This design comes from an exercise in tuning for small area on the open sky130 flow, not from production work.
No activity file was given, so power comes from the tool's default toggle rates.

before:
## inst_buffer
module inst_buffer #(
  parameter int DEPTH       = 16,
  parameter int FULL_MARGIN = 4
) (
  input  logic        clk,
  input  logic        rst,
  input  logic        flush,
  input  logic        data_ok1,
  input  logic        data_ok2,
  input  logic [31:0] rdata1,
  input  logic [31:0] rdata2,
  input  logic [31:0] raddr1,
  input  logic [31:0] raddr2,
  input  logic [34:0] predict_pkt1,
  input  logic [34:0] predict_pkt2,
  input  logic        dec_stall,
  output logic        instbuffer_full,
  output logic        issue_valid1,
  output logic        issue_valid2,
  output logic [31:0] issue_inst1,
  output logic [31:0] issue_inst2,
  output logic [31:0] issue_addr1,
  output logic [31:0] issue_addr2,
  output logic [34:0] issue_pkt1,
  output logic [34:0] issue_pkt2,
  output logic        overflow_err
);
  localparam int AW = $clog2(DEPTH);
  localparam int CW = AW + 1;
  localparam int HD = DEPTH / 2;
  localparam int W  = 99;
  logic [W-1:0]  bank_e [HD];
  logic [W-1:0]  bank_o [HD];
  logic [AW-1:0] rd_ptr_q, wr_ptr_q;
  logic [CW-1:0] count_q;
  logic          ovf_q;
  assign wr_ptr_q = rd_ptr_q + count_q[AW-1:0];
  logic          drop, valid1, valid2, we1, we2;
  logic [AW-1:0] wr_ptr_p1, rd_ptr_p1;
  logic [W-1:0]  in1, in2, wdn_e, wdn_o;
  localparam int NG = 2;                  
  localparam int GW = (W + NG - 1) / NG;   
  logic [HD-1:0] sel_e [NG];
  ...
export LEC_CHECK = 0
export CAP_MARGIN = 20
export CORE_MARGIN = 2
export CORE_UTILIZATION = 75
export PLACE_DENSITY = 0.8
export SLEW_MARGIN = 20
export SYNTH_HIERARCHICAL = 1
export SYNTH_MINIMUM_KEEP_SIZE = 0
create_clock -name core_clock -period 6.0 [get_ports {clk}]
standard.sh (not shown) runs the stock make flow with config.mk's settings and CLKGATE_MAP_FILE= SYNTH_SCRIPT=/design/flow/synth_recipe.tcl, a recipe that flattens the netlist after the stock synthesis.
==> flow/flow/run.sh <==
#!/bin/bash
# Standard layout, with each port buffered by the smallest buffer cell and
# clock tree synthesis without dummy loads.
set -euo pipefail
cd "$(dirname "$0")/.."
bash standard.sh \
  'BUFFER_PORTS_ARGS=-buffer_cell sky130_fd_sc_hd__buf_1' \
  'CTS_ARGS=-sink_clustering_enable -repair_clock_nets -sink_clustering_size 20 -sink_clustering_max_diameter 55 -buf_list sky130_fd_sc_hd__clkbuf_8 -dont_use_dummy_load' \
  finish > standard_flow.log 2>&1
Here is what was changed in the inputs of after compared with before.
--- a/flow/design.v
+++ b/flow/design.v
@@ -31,15 +31,16 @@
   localparam int W  = 99;
   logic [W-1:0]  bank_e [HD];
   logic [W-1:0]  bank_o [HD];
   logic [AW-1:0] rd_ptr_q, wr_ptr_q;
   logic [CW-1:0] count_q;
   logic          ovf_q;
+  logic [AW-2:0] rrow_e_q;   
   assign wr_ptr_q = rd_ptr_q + count_q[AW-1:0];
   logic          drop, valid1, valid2, we1, we2;
-  logic [AW-1:0] wr_ptr_p1, rd_ptr_p1;
+  logic [AW-1:0] wr_ptr_p1, rd_ptr_p1, rd_ptr_p2;
   logic [W-1:0]  in1, in2, wdn_e, wdn_o;
   localparam int NG = 2;                  
   localparam int GW = (W + NG - 1) / NG;   
   logic [HD-1:0] sel_e [NG];
   logic [HD-1:0] sel_o [NG];
   logic [HD-1:0] wen_e [NG];
@@ -58,25 +59,29 @@
     valid1    = (count_q != '0) & ~dec_stall;
     valid2    = (count_q[CW-1:1] != '0) & ~dec_stall;
     we1       = ~flush & data_ok1 & ~c16;
     we2       = ~flush & data_ok1 & data_ok2 & ~c16 & ~c15;
     wr_ptr_p1 = wr_ptr_q + AW'(1);
     rd_ptr_p1 = rd_ptr_q + AW'(1);
+    rd_ptr_p2 = rd_ptr_q + AW'({valid2, valid1 ^ valid2}) + AW'(1);
     delta     = 3'({we2, we1 ^ we2}) - 3'({valid2, valid1 ^ valid2});
   end
   always_ff @(posedge clk or negedge rst) begin
     if (!rst) begin
       rd_ptr_q <= '0;
+      rrow_e_q <= '0;
       count_q  <= '0;
       ovf_q    <= 1'b0;
     end else if (flush) begin
       rd_ptr_q <= '0;
+      rrow_e_q <= '0;
       count_q  <= '0;
       ovf_q    <= 1'b0;
     end else begin
       rd_ptr_q <= rd_ptr_q + AW'({valid2, valid1 ^ valid2});
+      rrow_e_q <= rd_ptr_p2[AW-1:1];
       count_q  <= count_q + {{(CW-2){delta[2]}}, delta[1:0]};
       ovf_q    <= ovf_q | drop;
     end
   end
   for (genvar b = 0; b < W; b++) begin : g_wmux
     ib_mux2i u_we (.a(in1[b]), .b(in2[b]), .s(wsel[b / GW]), .y(wdn_e[b]));
@@ -87,35 +92,19 @@
   always_comb begin
     wrow_o = wr_ptr_q[AW-1:1];
     wrow_e = wr_ptr_p1[AW-1:1];
     wbe    = wr_ptr_q[0] ? we2 : we1;
     wbo    = wr_ptr_q[0] ? we1 : we2;
     rrow_o = rd_ptr_q[AW-1:1];
-    rrow_e = rd_ptr_p1[AW-1:1];
-  end
-  logic [3:0] re_hi, ro_hi, we_hi_n, wo_hi_n;
-  logic [1:0] re_lo, ro_lo, we_lo_n, wo_lo_n;
-  always_comb begin
-    for (int i = 0; i < 4; i++) begin
-      re_hi[i]   = rrow_e[2:1] == 2'(i);
-      ro_hi[i]   = rrow_o[2:1] == 2'(i);
-      we_hi_n[i] = ~(wrow_e[2:1] == 2'(i));
-      wo_hi_n[i] = ~(wrow_o[2:1] == 2'(i));
-    end
-    for (int i = 0; i < 2; i++) begin
-      re_lo[i]   = rrow_e[0] == 1'(i);
-      ro_lo[i]   = rrow_o[0] == 1'(i);
-      we_lo_n[i] = ~(wbe & (wrow_e[0] == 1'(i)));
-      wo_lo_n[i] = ~(wbo & (wrow_o[0] == 1'(i)));
-    end
+    rrow_e = rrow_e_q;
   end
   for (genvar g = 0; g < NG; g++) begin : g_dec
     ib_dec u_dec (
-      .re_hi(re_hi), .re_lo(re_lo), .ro_hi(ro_hi), .ro_lo(ro_lo),
-      .we_hi_n(we_hi_n), .we_lo_n(we_lo_n), .wo_hi_n(wo_hi_n), .wo_lo_n(wo_lo_n),
-      .rd0(rd_ptr_q[0]), .cnt0(count_q[0]), .valid1(valid1), .valid2(valid2),
+      .rrow_e(rrow_e), .rrow_o(rrow_o), .wrow_e(wrow_e), .wrow_o(wrow_o),
+      .wbe(wbe), .wbo(wbo), .rd0(rd_ptr_q[0]), .cnt0(count_q[0]),
+      .valid1(valid1), .valid2(valid2),
       .sel_e_n(sel_e[g]), .sel_o_n(sel_o[g]), .wen_e(wen_e[g]), .wen_o(wen_o[g]),
       .sel1_e(sel1_e[g]), .sel1_o(sel1_o[g]), .sel2_e(sel2_e[g]), .sel2_o(sel2_o[g]),
       .wsel(wsel[g]));
   end
   always_ff @(posedge clk) begin
     for (int j = 0; j < HD; j++) begin
@@ -147,24 +136,23 @@
   assign issue_addr2     = out2[63:32];
   assign issue_pkt2      = out2[98:64];
   assign instbuffer_full = count_q > CW'(DEPTH - FULL_MARGIN);
   assign overflow_err    = ovf_q;
 endmodule
 module ib_dec (
-  input  logic [3:0] re_hi, ro_hi, we_hi_n, wo_hi_n,
-  input  logic [1:0] re_lo, ro_lo, we_lo_n, wo_lo_n,
-  input  logic       rd0, cnt0, valid1, valid2,
+  input  logic [2:0] rrow_e, rrow_o, wrow_e, wrow_o,
+  input  logic       wbe, wbo, rd0, cnt0, valid1, valid2,
   output logic [7:0] sel_e_n, sel_o_n, wen_e, wen_o,
   output logic       sel1_e, sel1_o, sel2_e, sel2_o, wsel
 );
   always_comb begin
     for (int j = 0; j < 8; j++) begin
-      sel_e_n[j] = ~(re_hi[j / 2] & re_lo[j % 2]);
-      sel_o_n[j] = ~(ro_hi[j / 2] & ro_lo[j % 2]);
-      wen_e[j]   = ~(we_hi_n[j / 2] | we_lo_n[j % 2]);
-      wen_o[j]   = ~(wo_hi_n[j / 2] | wo_lo_n[j % 2]);
+      sel_e_n[j] = ~(rrow_e == 3'(j));
+      sel_o_n[j] = ~(rrow_o == 3'(j));
+      wen_e[j]   = wbe & (wrow_e == 3'(j));
+      wen_o[j]   = wbo & (wrow_o == 3'(j));
     end
     sel1_e = valid1 & ~rd0;
     sel1_o = valid1 &  rd0;
     sel2_e = valid2 &  rd0;
     sel2_o = valid2 & ~rd0;
     wsel   = rd0 ^ cnt0;
Findings:
- Run comparison: after worst setup path endpoint issue_inst1[16]; before worst setup path endpoint issue_inst1[9]
- [compare] base=before new=after: final setup slack of the worst path up 0.59 ns; instance area after placement went down by 0.43%; register bit total from synthesis now sits at about the same level.
- Number of ordinary and repair buffers in the finished layout, after and before: higher on before
- after has minimum period implied by the final worst setup slack below what before had.
- Hold slack is lower on before
- after ends up with lower cell count along the critical path than before does.
- As far as total area of sequential cells is concerned, after and before perform about the same.
- after ends up with a sequential cell fraction of total power that is 2.1 points higher than in before.
- after vs. before: non-clock buffering overhead in the final layout went down by 0.30 points.
- Final net count (after vs. before) decreases slightly
Function was not checked in any run of this note: the RTL went through the layout flow alone.

static timing again, ports no longer ideal:
How much do the figures lean on ideal ports? The routed layouts below were timed once more, with nothing changed but the port constraints.
Step 1, drivers: a clkbuf_16 drives clk and a buf_2 each remaining input, both assumed.
Step 2, shift: input delay + t, output delay - t, t = (earliest + latest rising clock arrival at the registers) / 2. This alone moves slack from input paths to output paths.
Slacks: ideal / step 1 / step 2; pairs: ideal / step 1.
| run | t, ns | setup WS [ns] | pins driven straight from the clock port |
|---|---|---|---|
| before | 0.826 | 0.295 / 0.226 / 1.052 | 1 |
| after | 0.788 | 0.880 / 0.813 / 1.193 | 1 |
After both steps every run listed still meets setup and hold.
